From an optimization exercise on the open Yosys and OpenROAD flow, aimed at small area, a short achievable clock period and few clock cycles per item; shortcuts taken in it are not production practice. RTL that was checked went through simulation tests only; none was proved equivalent to the original. No functional check of the RTL was part of run 3. Power is estimated from default activity; no workload was simulated.

`flow/standard.sh`:
```
#!/bin/bash
# synth_recipe.tcl (not shown) runs the flow's synth.tcl, then flattens the netlist and writes it again
# the make line also repeats each setting of config.mk as NAME=value (left out here)
make -C /OpenROAD-flow-scripts/flow DESIGN_CONFIG=/design/flow/config.mk WORK_HOME=/design/flow/orfs CLKGATE_MAP_FILE= SYNTH_SCRIPT=/design/flow/synth_recipe.tcl "${@:-finish}"
```
`flow/flow/run.sh`:
```
#!/bin/bash
# The standard layout, with the port buffers taken as the smallest buffer
# (sky130_fd_sc_hd__buf_1) instead of the delay buffer buffer_ports picks
# by itself. Every input and output port still gets its buffer.
set -e
export BUFFER_PORTS_ARGS="-buffer_cell sky130_fd_sc_hd__buf_1"
bash standard.sh > standard.log 2>&1
```
`flow/constraint.sdc`:
```
create_clock -name core_clock -period 8.0 [get_ports {clk}]
set_input_delay 1.6000 -clock core_clock [delete_from_list [all_inputs] [get_ports {clk}]]
set_output_delay 1.6000 -clock core_clock [all_outputs]
set_load 0.01 [all_outputs]
```
`flow/config.mk`:
```
export PLATFORM = sky130hd
export DESIGN_NAME = modular_exponentiation_core
export DESIGN_NICKNAME = modular_exponentiation_core
export VERILOG_FILES = /design/flow/design.v
export SDC_FILE = /design/flow/constraint.sdc
export NUM_CORES = 4
export LEC_CHECK = 0
export CAP_MARGIN = 20
export CORE_MARGIN = 2
export CORE_UTILIZATION = 40
export PLACE_DENSITY = 0.75
export SETUP_SLACK_MARGIN = 4.2
export SLEW_MARGIN = 20
```
`flow/design.v`:
```
package mexp_pkg;
	localparam int OPERAND_WIDTH = 32;
	localparam int FIELD_W = 32;
	localparam int RES_W = OPERAND_WIDTH + 1;
	localparam int LOW_W = 28;
	localparam int TOP_W = 7;
endpackage
module mexp_lane
(
	input logic [mexp_pkg::TOP_W-1:0] h,
	input logic e,
	input logic [mexp_pkg::LOW_W-1:0] ls,
	input logic [mexp_pkg::LOW_W-1:0] lc,
	input logic b,
	input logic [mexp_pkg::TOP_W-1:0] bah,
	input logic [mexp_pkg::RES_W-1:0] a,
	input logic [mexp_pkg::OPERAND_WIDTH-1:0] m,
	input logic q_force,
	input logic q_add,
	output logic [mexp_pkg::TOP_W-1:0] h_next,
	output logic e_next,
	output logic [mexp_pkg::LOW_W-1:0] ls_next,
	output logic [mexp_pkg::LOW_W-1:0] lc_next
);
	localparam int L = mexp_pkg::LOW_W;
	localparam int HW = mexp_pkg::TOP_W;
	localparam int N = mexp_pkg::OPERAND_WIDTH;
	logic [HW-1:0] te;
	logic [HW-2:0] te_hi;
	logic [L-1:0] bal;
	logic pos, neg, p2, n2;
	logic sp1, sp2, sm1, sm2;
	always_comb begin
		bal = b ? a[L-1:0] : '0;
		te_hi = h[HW-2:0] + bah[HW-1:1] + {{(HW-2){1'b0}}, e};
		te = {te_hi, bah[0]};
	end
	always_comb begin
		pos = !te[6] && (te[5] || te[4] || te[3] || te[2]);
		p2 = !te[6] && (te[5] || te[4] || (!m[30] && te[3] && te[2]));
		neg = te[6] && !(te[5] && te[4] && te[3] && te[2]);
		n2 = te[6] && !(te[5] && (te[4] || (m[30] && te[3])));
		sp2 = !q_force && p2;
		sp1 = !q_force && pos && !p2;
		sm2 = !q_force && n2;
		sm1 = q_force ? q_add : (neg && !n2);
	end
	logic [L-1:0] x, y, s1, c1f, c1, qml, s2, c2f;
	logic c1_out;
	always_comb begin
		x = {ls[L-2:0], 1'b0};
		y = {lc[L-2:0], 1'b0};
		s1 = x ^ y ^ bal;
		c1f = (x & y) | (x & bal) | (y & bal);
		c1 = {c1f[L-2:0], 1'b0};
		c1_out = c1f[L-1];
		qml = (~m[L-1:0] & {L{sp1}}) | (~{m[L-2:0], 1'b0} & {L{sp2}})
			| (m[L-1:0] & {L{sm1}}) | ({m[L-2:0], 1'b0} & {L{sm2}});
		s2 = s1 ^ c1 ^ qml;
		c2f = (s1 & c1) | (s1 & qml) | (c1 & qml);
		ls_next = s2;
		lc_next = {c2f[L-2:0], sp1 || sp2};
		e_next = c2f[L-1];
	end
	logic [1:0] sl;
	logic [HW-1:0] base, k1, k2;
	logic [HW-1:0] h0, hm1, hm2, hp1, hp2;
	always_comb begin
		sl[0] = ls[L-1] ^ lc[L-1] ^ c1_out;
		sl[1] = (ls[L-1] & lc[L-1]) | (ls[L-1] & c1_out) | (lc[L-1] & c1_out);
		base = te + {{(HW-2){1'b0}}, sl};
		k1 = {{(HW-(N-L)){1'b0}}, m[N-1:L]};
		k2 = {{(HW-(N-L+1)){1'b0}}, m[N-1:L-1]};
		h0 = base;
		hm1 = base + k1;
		hm2 = base + k2;
		hp1 = base + ~k1;
		hp2 = base + ~k2;
		h_next = (hp2 & {HW{sp2}}) | (hp1 & {HW{sp1}}) | (hm2 & {HW{sm2}}) | (hm1 & {HW{sm1}})
			| (h0 & {HW{!sp1 && !sp2 && !sm1 && !sm2}});
	end
endmodule
module modular_exponentiation_core
(
	input logic clk,
	input logic arst_n,
	input logic cfg_valid,
	output logic cfg_ready,
	input logic [mexp_pkg::FIELD_W-1:0] cfg_modulus,
	input logic req_valid,
	output logic req_ready,
	input logic [mexp_pkg::FIELD_W-1:0] req_message,
	input logic [mexp_pkg::FIELD_W-1:0] req_exponent,
	output logic rsp_valid,
	input logic rsp_ready,
	output logic [mexp_pkg::FIELD_W-1:0] rsp_power_mod
);
	localparam int N = mexp_pkg::OPERAND_WIDTH;
	localparam int RW = mexp_pkg::RES_W;
	localparam int L = mexp_pkg::LOW_W;
	localparam int HW = mexp_pkg::TOP_W;
	typedef enum logic [3:0] {
		S_IDLE,    
		S_PREP,    
		S_RED,     
		S_CRED,    
		S_SCAN,    
		S_SQR,     
		S_MUL,     
		S_CMUL,    
		S_FIX,     
		S_DBL,     
		S_CFIX,    
		S_SHR,     
		S_ONE,     
		S_ZERO,    
		S_RSP      
	} state_t;
	state_t state_q, state_d, state_n;
	logic ready_q, ready_d;
	logic rsp_valid_q, rsp_valid_d;
	logic cfg_ready_q;
	logic m_def_q;     
	logic m_norm_q;    
	logic sq_q;        
	logic fixed_q;     
	logic [N-1:0] m_q;
	logic [4:0] k_q;
	logic [RW-1:0] ac_q;
	logic [RW-1:0] x_q;
	logic [N:0] e_q;      
	logic [HW-1:0] h_q;
	logic hc_q;    
	logic [L-1:0] ls_q, lc_q;
	logic [4:0] cnt_q;
	logic b_q;
	logic [HW-1:0] bah_q;   
	logic step_b;
	logic q_force;
	logic [HW-1:0] h_step;
	logic e_step;
	logic [L-1:0] ls_step, lc_step;
	logic [RW-1:0] v;
	logic init;
	logic init_neg;
	mexp_lane u_lane (
		.h (h_q),
		.e (hc_q),
		.ls (ls_q),
		.lc (lc_q),
		.b (step_b),
		.bah (bah_q),
		.a (ac_q),
		.m (m_q),
		.q_force (q_force),
		.q_add (ac_q[RW-1]),
		.h_next (h_step),
		.e_next (e_step),
		.ls_next (ls_step),
		.lc_next (lc_step)
	);
	function automatic logic [RW-1:0] add_bk(input logic [RW-1:0] x1, input logic [RW-1:0] x2);
		logic [RW-1:0] g, p, gg, pp, c;
		g = x1 & x2;
		p = x1 ^ x2;
		gg = g;
		pp = p;
		for (int d = 1; d < RW; d = d * 2) begin
			for (int i = 2 * d - 1; i < RW; i = i + 2 * d) begin
				gg[i] = gg[i] | (pp[i] & gg[i-d]);
				pp[i] = pp[i] & pp[i-d];
			end
		end
		for (int d = 16; d >= 1; d = d / 2) begin
			for (int i = 3 * d - 1; i < RW; i = i + 2 * d) begin
				gg[i] = gg[i] | (pp[i] & gg[i-d]);
				pp[i] = pp[i] & pp[i-d];
			end
		end
		c = {gg[RW-2:0], 1'b0};
		add_bk = p ^ c;
	endfunction
	assign v = add_bk({h_q[RW-L-1:0], ls_q}, {{(RW-L-1){1'b0}}, hc_q, lc_q});
	logic e_top, e_rest_zero, e_last;
	assign e_top = e_q[N];
	assign e_rest_zero = e_q[N-1:0] == '0;
	assign e_last = e_q[N-1] && (e_q[N-2:0] == '0);
	logic m_zero;
	assign m_zero = m_q == '0;
	logic [4:0] cnt_dec;
	assign cnt_dec = cnt_q - 5'd1;
	logic bit_next;
	logic [N-1:0] ac_lo, x_lo;
	assign ac_lo = ac_q[N-1:0];
	assign x_lo = x_q[N-1:0];
	assign bit_next = sq_q ? ac_lo[cnt_dec] : x_lo[cnt_dec];
	logic step_q, qf_q;
	assign init = !step_q;
	assign step_b = b_q;
	assign q_force = qf_q;
	always_comb begin
		state_d = state_q;
		ready_d = 1'b0;
		rsp_valid_d = rsp_valid_q && !rsp_ready;
		case (state_q)
			S_IDLE: ;
			S_PREP: begin
				if (m_norm_q && !m_def_q) begin
					if (m_zero || k_q == 5'd31) begin
						state_d = S_ZERO;
					end else begin
						state_d = S_RED;
					end
				end
			end
			S_RED: state_d = S_CRED;
			S_CRED: begin
				if (!e_top) begin
					state_d = S_SCAN;
				end else if (e_rest_zero) begin
					state_d = S_ONE;
				end else if (e_last) begin
					state_d = S_FIX;
				end else begin
					state_d = S_SQR;
				end
			end
			S_SCAN: begin
				if (e_top) begin
					state_d = S_RED;
				end
			end
			S_SQR, S_MUL: begin
				if (cnt_q == 5'd0) begin
					state_d = S_CMUL;
				end
			end
			S_CMUL: begin
				if (sq_q && e_top) begin
					state_d = S_MUL;
				end else if (e_last) begin
					state_d = S_FIX;
				end else begin
					state_d = S_SQR;
				end
			end
			S_ONE: state_d = S_FIX;
			S_FIX: begin
				if (k_q != 5'd0 && !fixed_q) begin
					state_d = S_DBL;
				end else begin
					state_d = S_CFIX;
				end
			end
			S_DBL: begin
				if (cnt_q == 5'd1) begin
					state_d = S_CFIX;
				end
			end
			S_CFIX: begin
				if (k_q != 5'd0 && !fixed_q) begin
					state_d = S_FIX;
				end else if (k_q != 5'd0) begin
					state_d = S_SHR;
				end else begin
					state_d = S_RSP;
					rsp_valid_d = 1'b1;
				end
			end
			S_SHR: begin
				if (cnt_q == 5'd1) begin
					state_d = S_RSP;
					rsp_valid_d = 1'b1;
				end
			end
			S_ZERO: begin
				state_d = S_RSP;
				rsp_valid_d = 1'b1;
			end
			S_RSP: ;
			default: state_d = S_IDLE;
		endcase
		state_n = state_d;
		if (state_q == S_IDLE) begin
			if (req_valid && ready_q) begin
				state_d = S_PREP;
			end else begin
				ready_d = 1'b1;
			end
		end
		if (state_q == S_RSP && rsp_ready) begin
			state_d = S_IDLE;
			ready_d = 1'b1;
		end
	end
	always_comb begin
		init_neg = 1'b0;
		if (state_q == S_CMUL || state_q == S_CRED) begin
			if (state_n == S_SQR) begin
				init_neg = v[RW-1];
			end else if (state_n == S_MUL) begin
				init_neg = x_q[RW-1];
			end
		end
	end
	logic b_d;
	logic [HW-1:0] ah_next;
	always_comb begin
		if (state_n == S_RED || state_n == S_FIX) begin
			b_d = 1'b1;
		end else if (state_q == S_SQR || state_q == S_MUL) begin
			b_d = bit_next;
		end else if (state_n == S_SQR) begin
			b_d = v[N-1];
		end else if (state_n == S_MUL) begin
			b_d = x_q[N-1];
		end else begin
			b_d = 1'b0;
		end
		if (state_q == S_CRED || state_q == S_CMUL || state_q == S_CFIX || state_q == S_ONE) begin
			ah_next = {{(HW-(RW-L)){v[RW-1]}}, v[RW-1:L]};
		end else begin
			ah_next = {{(HW-(RW-L)){ac_q[RW-1]}}, ac_q[RW-1:L]};
		end
	end
	always_ff @(posedge clk or negedge arst_n) begin
		if (!arst_n) begin
			state_q <= S_IDLE;
			ready_q <= 1'b0;
			rsp_valid_q <= 1'b0;
			cfg_ready_q <= 1'b0;
			m_def_q <= 1'b1;
			m_norm_q <= 1'b0;
		end else begin
			state_q <= state_d;
			ready_q <= ready_d;
			rsp_valid_q <= rsp_valid_d;
			cfg_ready_q <= cfg_valid && !cfg_ready_q && state_q == S_IDLE;
			if (cfg_ready_q) begin
				m_def_q <= 1'b0;
				m_norm_q <= 1'b0;
			end else if (state_q == S_PREP) begin
				if (m_def_q) begin
					m_def_q <= 1'b0;
					m_norm_q <= 1'b1;
				end else if (m_q[N-1] || m_zero) begin
					m_norm_q <= 1'b1;
				end
			end
		end
	end
	always_ff @(posedge clk) begin
		if (cfg_ready_q) begin
			m_q <= cfg_modulus;
			k_q <= '0;
		end else if (state_q == S_PREP && m_def_q) begin
			m_q <= 32'h8000_0000;
			k_q <= 5'd30;
		end else if (state_q == S_PREP && !m_norm_q && !m_q[N-1] && !m_zero) begin
			m_q <= m_q << 1;
			k_q <= k_q + 5'd1;
		end
		if (state_q == S_IDLE) begin
			ac_q <= {1'b0, req_message};
		end else if (state_q == S_CRED || state_q == S_CMUL || state_q == S_CFIX || state_q == S_ONE) begin
			ac_q <= v;
		end
		if (state_q == S_CRED || state_q == S_ZERO || (state_q == S_CFIX && (fixed_q || k_q == 5'd0))) begin
			x_q <= v;
		end else if (state_q == S_SHR) begin
			x_q <= x_q >> 1;
		end
		if (state_q == S_IDLE) begin
			e_q <= {req_exponent, 1'b1};
		end else if ((state_q == S_SCAN || state_q == S_PREP || state_q == S_RED) && !e_top) begin
			e_q <= e_q << 1;
		end else if (state_q == S_CRED && e_top && !e_rest_zero) begin
			e_q <= e_q << 1;
		end else if (state_q == S_CMUL && !(sq_q && e_top)) begin
			e_q <= e_q << 1;
		end
		if (init) begin
			h_q <= init_neg ? ~{{(HW-(RW-L)){v[RW-1]}}, v[RW-1:L]} : '0;
			hc_q <= 1'b0;
			ls_q <= init_neg ? ~v[L-1:0] : '0;
			lc_q <= {{(L-1){1'b0}}, init_neg || state_n == S_ONE};
		end else begin
			h_q <= h_step;
			hc_q <= e_step;
			ls_q <= ls_step;
			lc_q <= lc_step;
		end
		if (state_q == S_SQR || state_q == S_MUL || state_q == S_DBL || state_q == S_SHR) begin
			cnt_q <= cnt_dec;
		end else if (state_q == S_FIX || state_q == S_CFIX) begin
			cnt_q <= k_q;
		end else begin
			cnt_q <= 5'd31;
		end
		step_q <= state_n == S_RED || state_n == S_SQR || state_n == S_MUL || state_n == S_FIX || state_n == S_DBL;
		qf_q <= state_n == S_FIX;
		b_q <= b_d;
		bah_q <= b_d ? ah_next : '0;
		if (state_q == S_CRED || state_q == S_CMUL) begin
			sq_q <= state_n == S_SQR;
		end
		if (state_q == S_IDLE) begin
			fixed_q <= 1'b0;
		end else if (state_q == S_CFIX) begin
			fixed_q <= 1'b1;
		end
	end
	assign cfg_ready = cfg_ready_q;
	assign req_ready = ready_q;
	assign rsp_valid = rsp_valid_q;
	assign rsp_power_mod = x_q[N-1:0];
endmodule
```
==> results of run 1 <==
[final timing paths]
kind,end,startpoint,slack [ns],cells after the start
max,x_q[27],ls_q[0],4.17,13
min,e_q[0],e_q[0],0.50,2
max reg2reg,x_q[27],ls_q[0],4.17,13
min reg2reg,e_q[0],e_q[0],0.50,2
max in group asynchronous,cfg_ready_q,arst_n,6.65,1
min in group asynchronous,m_norm_q,arst_n,0.99,1
[layer usage]
metal  up-vias  global-route usage, %  routed length (um)
met2       437                   34.4               19500
met5         -                      0                   0
li1       5524                      -                   -
met1      5771                   28.5               17900
met4         0                   7.07                1330
met3       102                   3.40                2530
[Yosys cell counts, types with 9 or more instances]
library cell,count
xor2_1,21
buf_4,33
a21o_1,23
nor4_1,17
o21bai_1,9
ha_1,63
o21ai_1,9
nor2b_1,11
o21ai_0,94
nand2_1,353
nand2b_1,10
inv_1,140
o211ai_1,33
nand3_1,14
a211oi_1,11
fa_1,76
xnor2_1,13
nor3_1,13
mux4_2,21
and2_1,35
edfxtp_1,130
dfxtp_1,84
clkbuf_1,55
a221o_1,9
a21oi_1,46
mux2_2,32
nor2_1,95
[tightest hold or removal path, cell delays in order (launching register included)]
cell and delay, ns:
dfxtp_1 0.31, inv_1 0.06, o21ai_0 0.07
[layout by cell type, fill, tap and decap left out, types with 14 or more instances in the layout]
master     synthesis  final
fa_1              76     68
edfxtp_1         130    130
mux2_2            32     32
o211ai_1          33     33
nand2_1          353    352
a21o_1            23     23
nand3_1           14     14
xor2_1            21     16
ha_1              63     57
mux4_2            21     21
nor2_1            95     93
nor4_1            17     17
a21oi_1           46     37
buf_1              3    135
and2_1            35     32
o21ai_0           94     91
dfxtp_1           84     82
buf_4             33     29
clkbuf_16          0     27
inv_1            140    138
[registers in the layout (all words and copies together), names as in the netlist, 4 cells and up]
| register | flops |
|---|---|
| ac_q | 33 |
| e_q | 33 |
| x_q | 33 |
| m_q | 32 |
| lc_q | 28 |
| ls_q | 28 |
| h_q | 6 |
| bah_q | 5 |
| cnt_q | 5 |
| k_q | 5 |
| state_q | 4 |
[power by group]
| part | switching [mW] | total [mW] | leakage (nW) | internal [mW] |
|---|---|---|---|---|
| clock | 0.483 | 1.14 | 0.398 | 0.653 |
| combinational | 2.28 | 3.66 | 4.65 | 1.38 |
| sequential | 0.407 | 2.29 | 2.04 | 1.88 |
| total | 3.17 | 7.08 | 7.09 | 3.92 |
[kinds of logic after synthesis]
logic type | share of synthesized area, %
buffers and inverters | 7.17
flip-flops | 39.4
adder cells (fa/ha/maj) | 15.7
multiplexers | 6.30
XOR/XNOR | 2.02
AO/OA/AOI/OAI | 12.2
AND/OR/NAND/NOR | 17.2
[timing repair]
action / 4_1_cts / 5_1_grt
gates cloned: 2 / 2
buffers inserted: 7 / 13
pin swaps: 12 / 38
endpoints found under the setup margin: 71 / 63
resized for setup: 21 / 52
[cell type report]
cell class / count / area [sq um]
Tap cell: 468 / 586
Multi-Input combinational cell: 1102 / 8320
Fill cell: 3416 / 19600
Inverter: 141 / 529
Clock buffer: 36 / 749
Timing Repair Buffer: 170 / 795
Sequential cell: 223 / 5820
Clock inverter: 12 / 67.6
[through the flow]
step / hold slack (ns) / cell area, sq um / setup WS [ns] / power, mW
final: 0.497 / 16900 / 4.17 / 7.08
after global routing: 0.536 / 16900 / 4.08 / 7.62
after CTS: 0.504 / 16500 / 4.13 / 6.91
after detailed placement: 0.493 / 15500 / 3.24 / 5.64
after global placement: 0.492 / 15500 / 3.41 / 5.50
after floorplan: 0.460 / 14700 / 4.24 / 4.66
==> results.toml, run 1 <==
[flow_run]
drv_cap = 0

[timing]
setup_violations = 0
rsz0062_at_grt = "yes"
period_share_pct = 47.9
relSlewSlack_pct = 32.2
finClkSkew_ns = 0.0145
hold_viol = 0
worstMarginPinSlew_ns = 1.01
min_period_ns = 3.83
max_freq_mhz = 261
finalSetupTns_ns = 0
slew_violations = 0

[synth]
syn_inst = 1564
async_reset_ff_share_pct = 4.04
synth_warnings = 2
syn-cell-area_sq_um = 14700
synth_edf_count = 130
syn_nets = 1804
ys_ff_latch = 223
synth_area_leaders = "edfxtp_1, dfxtp_1, fa_1, nand2_1, ha_1"
synth_flop_cell = "edfxtp_1"
synth_top_cell_by_area = "edfxtp_1"
synth.top_cell.area_share_pct = 26.5
syn_area_per_cell_sq_um = 9.43
yosysSeqAreaShare_pct = 39.4
synthDistinctLibCells = 73

[setup_path]
critical_path.top_delay_family = "compound AO/OA/AOI/OAI gates"
critPathSlowestCell = "fa_2"
path_cells = "ha_1, fa_2, a211oi_4, o211ai_1, a21oi_2, o22ai_2, a41oi_2, o21bai_2, a21o_1, a21o_1, fa_1, xor2_2, mux2_2"
crit_top_cell = "a21o_1"
max_stage_delay_ns = 0.42
crit_fanout = 3
cp.required_ns = 8.29
crit_path_end_kind = "register"
crit_type = "reg -> reg"
critPathBufInv = 0
worstSetupStartpointType = "register"
arrival_ns = 4.12

[clocking]
clockBufferDepth = 3
cts_sinks = 223
numCtsBuffers = 26
cts_tree = "done"
htreeDepth = 1
clk_pin_slew_ns = 0.06
insertion_delay_ns = 0.54
cts_root_buf = "clkbuf_16"
ctsHoldBuffers = 0

[global_route]
grt_usage_pct = 21.0
grt_pass1_wl_um = 64200
grt_max_degree = 74
antenna_found_initial = 1
grt_overflow = 0
grt_pass1_vias = 11900

[route]
vias_per_cell = 5.50
vias = 11800
dr.pass1.iters = 7
post-route-drc-count = 0
wire_per_inst_um = 19.2
drtAntennaViolNets = 0
drt_iter0_markers = 1023
wl_um = 41300

[finish]
fin_nets = 1904
fin_cells = 2152
utilization_pct = 46.3
area_delta_synth_final_pct = 14.3
n_antenna_cell = 0
layout-drive-gt1-share_pct = 12.1

[floorplanning]
ioPinCount = 136
dieHeight_um = 196
die_area_sq_um = 38400
die_w_um = 196
initial_core_util_pct = 40.5
core_area_sq_um = 36400
rows = 70

[power]
p_leak_nw = 7.09
ir_drop_mv = 0.185
power_density_nw_per_um2 = 420

[placed_design]
place_inst = 2080
hpwl_um = 29100
port_buffers = 135
gp_congestion = 0.913

[worst_hold_path]
hp-class = "reg -> reg"

[outcome]
status = "complete, no violations"
Testbench counts, summed over its fixed seeds: cycles 288,092, items 192.
==> inputs of run 2 (changes only) <==
==> flow/flow/run.sh (replaced) <==
#!/bin/bash
# The standard layout, with the port buffers taken as the smallest buffer
# (sky130_fd_sc_hd__buf_1) instead of the delay buffer buffer_ports picks
# by itself (every input and output port still gets its buffer), and with
# gate sizing free to change a cell's footprint.
set -e
export BUFFER_PORTS_ARGS="-buffer_cell sky130_fd_sc_hd__buf_1"
bash standard.sh MATCH_CELL_FOOTPRINT=0 finish > standard.log 2>&1
==> run 2 against run 1 <==
  * Total power stayed put
  * Clock skew stayed put
  * Worst setup slack unchanged
  * Non-clock buffer count is the same
  * Synthesized area unchanged
  * Via count is the same
  * Sequential power about the same
  * Final cell count stayed put
  * Sequential cell count did not move
  * Count of clock-buffer cells in the layout is the same
  * Sequential share of layout area is the same
  * Combinational power about the same
  * Critical endpoint unchanged
  * Highest routed layer unchanged
==> results.toml, run 2 <==
[timing]
hold_viol = 0
relSlewSlack_pct = 32.2
rsz0062_at_grt = "yes"
finClkSkew_ns = 0.0145
slew_violations = 0
max_freq_mhz = 261
min_period_ns = 3.83
whs_ns = 0.497
finalWorstSetupSlack_ns = 4.17
finalSetupTns_ns = 0
setup_violations = 0
worstMarginPinSlew_ns = 1.01
period_share_pct = 47.9

[placed_design]
place_ws_ns = 3.24
hpwl_um = 29100
gp_congestion = 0.913
port_buffers = 135

[clocking]
insertion_delay_ns = 0.54
cts_sinks = 223
clockBufferDepth = 3
cts_tree = "done"
clk_pin_slew_ns = 0.06
htreeDepth = 1
cts_root_buf = "clkbuf_16"
ctsHoldBuffers = 0
numCtsBuffers = 26

[floorplanning]
die_w_um = 196
dieHeight_um = 196
ioPinCount = 136
initial_core_util_pct = 40.5
core_area_sq_um = 36400
rows = 70
die_area_sq_um = 38400

[global_route]
gr-usage-met3_pct = 3.40
grt.met1_usage_pct = 28.5
grt_pass1_vias = 11900
antenna_found_initial = 1
grt_max_degree = 74
busiest_layer = "met2"
grt_usage_pct = 21.0
grt_pass1_wl_um = 64200
grt_overflow = 0
use_met2_pct = 34.4

[power]
power_density_nw_per_um2 = 420
total_power_mw = 7.08
p_leak_nw = 7.09
ir_drop_mv = 0.185

[setup_path]
crit_type = "reg -> reg"
r2r_slack_ns = 4.17
crit_fanout = 3
r2r_start = "ls_q[0]"
arrival_ns = 4.12
crit_path_end_kind = "register"
worstSetupStartpointType = "register"
reg2reg_to = "x_q[27]"
cp.required_ns = 8.29
worstRegToRegCells = 13

[outcome]
status = "complete, no violations"

[flow_run]
drv_cap = 0

[synth]
synth_flop_cell = "edfxtp_1"
syn-cell-area_sq_um = 14700
synthDistinctLibCells = 73
syn_area_per_cell_sq_um = 9.43
yosysMostFrequentCell = "nand2_1"
yosysSeqAreaShare_pct = 39.4
synth_warnings = 2
synth.top_cell.area_share_pct = 26.5
synth_top_cell_by_area = "edfxtp_1"
syn_inst = 1564
synth_top_cells_by_count = "nand2_1, inv_1, edfxtp_1"
async_reset_ff_share_pct = 4.04
ys_ff_latch = 223
synth_area_leaders = "edfxtp_1, dfxtp_1, fa_1, nand2_1, ha_1"
syn_nets = 1804
synth_edf_count = 130

[route]
vias_per_cell = 5.50
post-route-drc-count = 0
wl_um = 41300
vias = 11800
drtAntennaViolNets = 0
dr.pass1.iters = 7
wire_per_inst_um = 19.2
drt_iter0_markers = 1023

[finish]
largestRegisters = "ac_q: 33 flops, e_q: 33 flops, x_q: 33 flops"
n_antenna_cell = 0
area_delta_synth_final_pct = 14.3
final_common_cell = "nand2_1"
multi_input_area_sq_um = 8320
fill_cells = 3416
final_cell_mix = "nand2_1, inv_1, buf_1"
register_area_sq_um = 5820
fin_nets = 1904
layout-drive-gt1-share_pct = 12.1

[worst_hold_path]
hold_depth = 2
min_from = "e_q[0]"
hp-class = "reg -> reg"
whs_endpoint = "e_q[0]"
-- run 2: cell counts after synthesis --
No cell type changed its count.
-- run 2: metrics by stage --
| stage | cells | cell area [sq um] | utilization, % |
|---|---|---|---|
| 2_1_floorplan | 1564 | 14700 | - |
| 3_3_place_gp | 2080 | 15500 | 42.5 |
| 3_5_place_dp | 2080 | 15500 | 42.5 |
| 4_1_cts | 2137 | 16500 | 45.3 |
| 5_1_grt | 2152 | 16900 | 46.3 |
| 6_report | 2152 | 16900 | 46.3 |
-- run 2: critical path, stage by stage (launching register included) --
cell	delay [ns]
dfxtp_1	0.34
ha_1	0.23
fa_2	0.42
a211oi_4	0.28
o211ai_1	0.18
a21oi_2	0.26
o22ai_2	0.14
a41oi_2	0.31
o21bai_2	0.13
a21o_1	0.20
a21o_1	0.18
fa_1	0.41
xor2_2	0.23
mux2_2	0.27
-- run 2: final cells by class --
type / count / share of cell area, %
sequential: 223 / 34.5
tap: 468 / 3.47
clock buffer: 36 / 4.44
timing repair buffer: 170 / 4.71
clock inverter: 12 / 0.401
multi-input combinational: 1102 / 49.3
inverter: 141 / 3.14
-- run 2: what timing repair did --
item                       4_1_cts  5_1_grt
buffers inserted                 7       13
gates cloned                     2        2
setup endpoints to repair       71       63
resized for setup               21       52
pin swaps                       12       38
-- run 2: worst max path at each step --
stage                     startpoint       to  slack, ns
after CTS                   ac_q[27]   h_q[5]       4.13
after global routing         ls_q[0]  x_q[27]       4.08
after floorplan                  b_q   h_q[5]       4.24
final                        ls_q[0]  x_q[27]       4.17
after global placement           b_q   h_q[5]       3.41
after detailed placement         b_q   h_q[5]       3.24
-- run 2: per-layer routing --
layer | share of wire [%] | vias up
li1 | - | 5524
met4 | 3.2 | 0
met1 | 43 | 5771
met5 | 0 | -
met2 | 47 | 437
met3 | 6.1 | 102
-- run 2: power by group --
part / internal (mW) / leakage [nW] / switching, mW
combinational: 1.38 / 4.65 / 2.28
clock: 0.653 / 0.398 / 0.483
sequential: 1.88 / 2.04 / 0.407
-- run 2: logic make-up after synthesis --
| group | count (synthesis) | synth area share (%) |
|---|---|---|
| and+or+nand+nor | 584 | 17.2 |
| AOI/OAI and AO/OA | 280 | 12.2 |
| buffers and inverters | 242 | 7.17 |
| DFF | 223 | 39.4 |
| adders and majority gates | 139 | 15.7 |
| muxes | 62 | 6.30 |
| xor gates and xnor gates | 34 | 2.02 |
==> inputs of run 3 (changes only) <==
--- a/flow/design.v
+++ b/flow/design.v
@@ -142,4 +142,5 @@
 	logic [L-1:0] ls_step, lc_step;
 	logic [RW-1:0] v;
+	logic cin;
 	logic init;
 	logic init_neg;
@@ -160,26 +161,5 @@
 		.lc_next (lc_step)
 	);
-	function automatic logic [RW-1:0] add_bk(input logic [RW-1:0] x1, input logic [RW-1:0] x2);
-		logic [RW-1:0] g, p, gg, pp, c;
-		g = x1 & x2;
-		p = x1 ^ x2;
-		gg = g;
-		pp = p;
-		for (int d = 1; d < RW; d = d * 2) begin
-			for (int i = 2 * d - 1; i < RW; i = i + 2 * d) begin
-				gg[i] = gg[i] | (pp[i] & gg[i-d]);
-				pp[i] = pp[i] & pp[i-d];
-			end
-		end
-		for (int d = 16; d >= 1; d = d / 2) begin
-			for (int i = 3 * d - 1; i < RW; i = i + 2 * d) begin
-				gg[i] = gg[i] | (pp[i] & gg[i-d]);
-				pp[i] = pp[i] & pp[i-d];
-			end
-		end
-		c = {gg[RW-2:0], 1'b0};
-		add_bk = p ^ c;
-	endfunction
-	assign v = add_bk({h_q[RW-L-1:0], ls_q}, {{(RW-L-1){1'b0}}, hc_q, lc_q});
+	assign v = {h_q[RW-L-1:0], ls_q} + {{(RW-L-1){1'b0}}, hc_q, lc_q} + {{(RW-1){1'b0}}, cin};
 	logic e_top, e_rest_zero, e_last;
 	assign e_top = e_q[N];
@@ -199,4 +179,5 @@
 	assign step_b = b_q;
 	assign q_force = qf_q;
+	assign cin = state_q == S_ONE;
 	always_comb begin
 		state_d = state_q;
@@ -384,5 +365,5 @@
 			hc_q <= 1'b0;
 			ls_q <= init_neg ? ~v[L-1:0] : '0;
-			lc_q <= {{(L-1){1'b0}}, init_neg || state_n == S_ONE};
+			lc_q <= {{(L-1){1'b0}}, init_neg};
 		end else begin
 			h_q <= h_step;
==> flow/run.sh (new file) <==
#!/bin/bash
# synth_recipe.tcl (not shown) runs the flow's synth.tcl, then flattens the netlist and writes it again
# the make line also repeats each setting of config.mk as NAME=value (left out here)
make -C /OpenROAD-flow-scripts/flow DESIGN_CONFIG=/design/flow/config.mk WORK_HOME=/design/flow/orfs CLKGATE_MAP_FILE= SYNTH_SCRIPT=/design/flow/synth_recipe.tcl finish
--- a/flow/config.mk
+++ b/flow/config.mk
@@ -9,5 +9,4 @@
 export CORE_MARGIN = 2
 export CORE_UTILIZATION = 40
-export PLACE_DENSITY = 0.75
-export SETUP_SLACK_MARGIN = 4.2
+export SETUP_SLACK_MARGIN = 4.0
 export SLEW_MARGIN = 20
removed: flow/flow/run.sh
removed: flow/standard.sh
==> run 3 against run 2 <==
  * Count of clock-buffer cells in the layout decreased by 2
  * Critical path depth is 2 higher
  * Global-route usage grew 0.76 points
  * First-iteration DRC count down 10%
  * Via count rose by 0.80%
  * Final cell count increased by 0.88%
  * Final area increased by 5.1%
  * Largest cell class unchanged
  * Highest routed layer unchanged
==> results.toml, run 3 <==
[synth]
synth_flop_cell = "edfxtp_1"
syn_area_per_cell_sq_um = 9.42
synth_top_cells_by_count = "nand2_1, inv_1, edfxtp_1"
syn_inst = 1587
ys_ff_latch = 223
synth_warnings = 2
synth_area_leaders = "edfxtp_1, dfxtp_1, fa_1, nand2_1, ha_1"
yosysMostFrequentCell = "nand2_1"
synth_edf_count = 130
synth.top_cell.area_share_pct = 26.1
syn-cell-area_sq_um = 14900
syn_nets = 1813
synth_top_cell_by_area = "edfxtp_1"
yosysSeqAreaShare_pct = 38.9
async_reset_ff_share_pct = 4.04
synthDistinctLibCells = 85

[clocking]
cts_tree = "done"
numCtsBuffers = 27
cts_sinks = 223
cts_root_buf = "clkbuf_16"
insertion_delay_ns = 0.54
htreeDepth = 1
clockBufferDepth = 3
clk_pin_slew_ns = 0.06

[flow_run]
drv_cap = 0

[timing]
finalSetupTns_ns = 0
setup_violations = 0
hold_viol = 0
relSlewSlack_pct = 43.7
finalWorstSetupSlack_ns = 4.07
slew_violations = 0
period_share_pct = 49.1
rsz0062_at_grt = "yes"
max_freq_mhz = 254
min_period_ns = 3.93
worstMarginPinSlew_ns = 0.839
finClkSkew_ns = 0.0106

[power]
power_switching_mw = 3.88
total_power_mw = 8.31
power_frac_comb_pct = 58.1
power_density_nw_per_um2 = 469
switching_share_pct = 46.7
p_leak_nw = 7.34
p_int_mw = 4.43
ir_drop_mv = 0.268
pwr-share-clk_pct = 14.2
seqPwrFrac_pct = 27.8

[setup_path]
crit_fanout = 5
arrival_ns = 4.36
max_stage_delay_ns = 0.48
crit_type = "reg -> reg"
critPathBufInv = 3
crit_path_end_kind = "register"
path_cells = "and2_4, fa_2, inv_2, fa_1, inv_2, ha_4, fa_2, buf_4, fa_2, a311oi_2, xnor2_1, o32ai_1, a221o_1, a211oi_2, o2bb2ai_1"
cp.required_ns = 8.43
worstSetupStartpointType = "register"
critPathSlowestCell = "fa_2"
crit_top_cell = "fa_2"
critical_path.top_delay_family = "adder cells"

[global_route]
use_met2_pct = 32.2
gr-usage-met3_pct = 4.44
grt_max_degree = 73
grt_pass1_vias = 11500
grt_overflow = 0
antenna_found_initial = 0
grt.met1_usage_pct = 32.6
grt_pass1_wl_um = 66100
grt_usage_pct = 21.8
busiest_layer = "met1"

[route]
wire_per_inst_um = 19.8
vias_per_cell = 5.49
dr.pass1.iters = 6
vias = 11900
drt_iter0_markers = 919
wl_um = 42900
drtAntennaViolNets = 0
post-route-drc-count = 0

[finish]
n_antenna_cell = 0
final_cell_mix = "nand2_1, inv_1, clkdlybuf4s50_1"
final_common_cell = "nand2_1"
area_delta_synth_final_pct = 18.6
layout-drive-gt1-share_pct = 9.98
fin_nets = 1909
largestRegisters = "ac_q: 33 flops, e_q: 33 flops, x_q: 33 flops"

[floorplanning]
rows = 70
initial_core_util_pct = 40.7
die_area_sq_um = 38900
dieHeight_um = 197
ioPinCount = 136
core_area_sq_um = 36700
die_w_um = 197

[outcome]
status = "complete, no violations"

[placed_design]
gp_congestion = 0.908
hpwl_um = 30400
port_buffers = 135
place_ws_ns = 2.90

[worst_hold_path]
hp-class = "reg -> reg"
run 3: changes by cell type in the layout (fill, tap and decap cells not counted), sizes merged, moves of 20 or more:
cell | before | now
a221oi | 1 | 28
xnor2 | 13 | 33
clkdlybuf4s50 | 0 | 135
o211ai | 33 | 8
buf | 170 | 30
o21ai | 103 | 127
nand2 | 355 | 313
run 3: power groups by stage:
stage	combinational (mW)	sequential (mW)	clock, mW
finish	4.83	2.31	1.18
global route	5.39	2.37	1.24
CTS	4.63	2.32	1.19
detailed placement	4.50	2.35	0
global placement	4.43	2.35	0
floorplan	3.24	2.17	0
run 3: layer usage:
metal,up-vias,part of all wire [%]
met5,-,0
met2,417,43
met1,5750,47
met3,54,7.5
li1,5708,-
met4,0,2.3
run 3: through the flow:
stage                     cells  util [%]  area, sq um  hold WS [ns]
after global routing       2171      48.3        17700         0.525
after CTS                  2161      47.6        17500         0.505
after global placement     2104      44.9        16500         0.487
after floorplan            1587         -        14900         0.456
final                      2171      48.3        17700         0.499
after detailed placement   2104      44.9        16500         0.492
run 3: layout make-up:
| cell class | instances | area, sq um |
|---|---|---|
| well taps | 468 | 586 |
| repair buffers | 165 | 1600 |
| clock inverters | 15 | 121 |
| fillers | 3462 | 19000 |
| inverters | 150 | 563 |
| flip-flops and latches | 223 | 5830 |
| multi-input cells | 1116 | 8320 |
| clock buffers | 34 | 712 |
run 3: path summary, 6_finish.rpt:
check                           slack [ns]  depth (start not counted)          to  startpoint
min in group asynchronous             1.40                          1  state_q[2]      arst_n
worst max-delay path                  4.07                         15      h_q[4]    ac_q[27]
worst max register to register        4.07                         15      h_q[4]    ac_q[27]
worst min register to register        0.50                          2      e_q[0]      e_q[0]
max in group asynchronous             6.21                          1  state_q[0]      arst_n
worst min-delay path                  0.50                          2      e_q[0]      e_q[0]
run 3: logic make-up after synthesis:
family,synth area share [%]
multiplexers,5.67
AND/OR/NAND/NOR,16.4
adder cells (fa/ha/maj),13.6
AO/OA/AOI/OAI,15.1
flip-flops,38.9
buffers and inverters,7.46
XOR/XNOR,2.86
run 3: worst register-to-register path, stage by stage, from the launching register on:
cell and delay (ns):
edfxtp_1 0.44, and2_4 0.19, fa_2 0.34, inv_2 0.07, fa_1 0.42, inv_2 0.08
ha_4 0.14, fa_2 0.48, buf_4 0.17, fa_2 0.37, a311oi_2 0.26, xnor2_1 0.16
o32ai_1 0.11, a221o_1 0.28, a211oi_2 0.22, o2bb2ai_1 0.11
run 3: repair_timing:
action,in CTS,in global routing
resized for setup,21,54
hold buffers,0,0
endpoints found under the setup margin,56,74
gates cloned,1,2
pin swaps,6,9
buffers inserted,7,8

==> port drivers added, routing unchanged <==
How much do the figures lean on ideal ports? The routed layouts below were timed once more, with nothing changed but the port constraints. Step 1 assumes that a clkbuf_16 drives the clock port and a buf_2 every other input. Step 2 moves the port delays by t, midway between the first and last clock arrival at a register: inputs arrive t later, outputs are due t later. That takes back most of the time a late clock gives input paths. Slacks: ideal ports / drivers / drivers and shift; pairs: ideal ports / drivers.
| run | shift t [ns] | setup WS [ns] | worst setup path after step 2 | clock arrival spread, ns | slew at the worst register clock pin (ns) |
|---|---|---|---|---|---|
| run 1 | 0.584 | 4.170 / 4.170 / 4.170 | register to register | 0.015 / 0.014 | 0.07 / 0.07 |
| run 2 | 0.584 | 4.170 / 4.170 / 4.170 | register to register | 0.015 / 0.014 | 0.07 / 0.07 |
| run 3 | 0.591 | 4.070 / 4.070 / 4.070 | register to register | 0.010 / 0.011 | 0.06 / 0.06 |
After both steps every run listed still meets setup and hold.
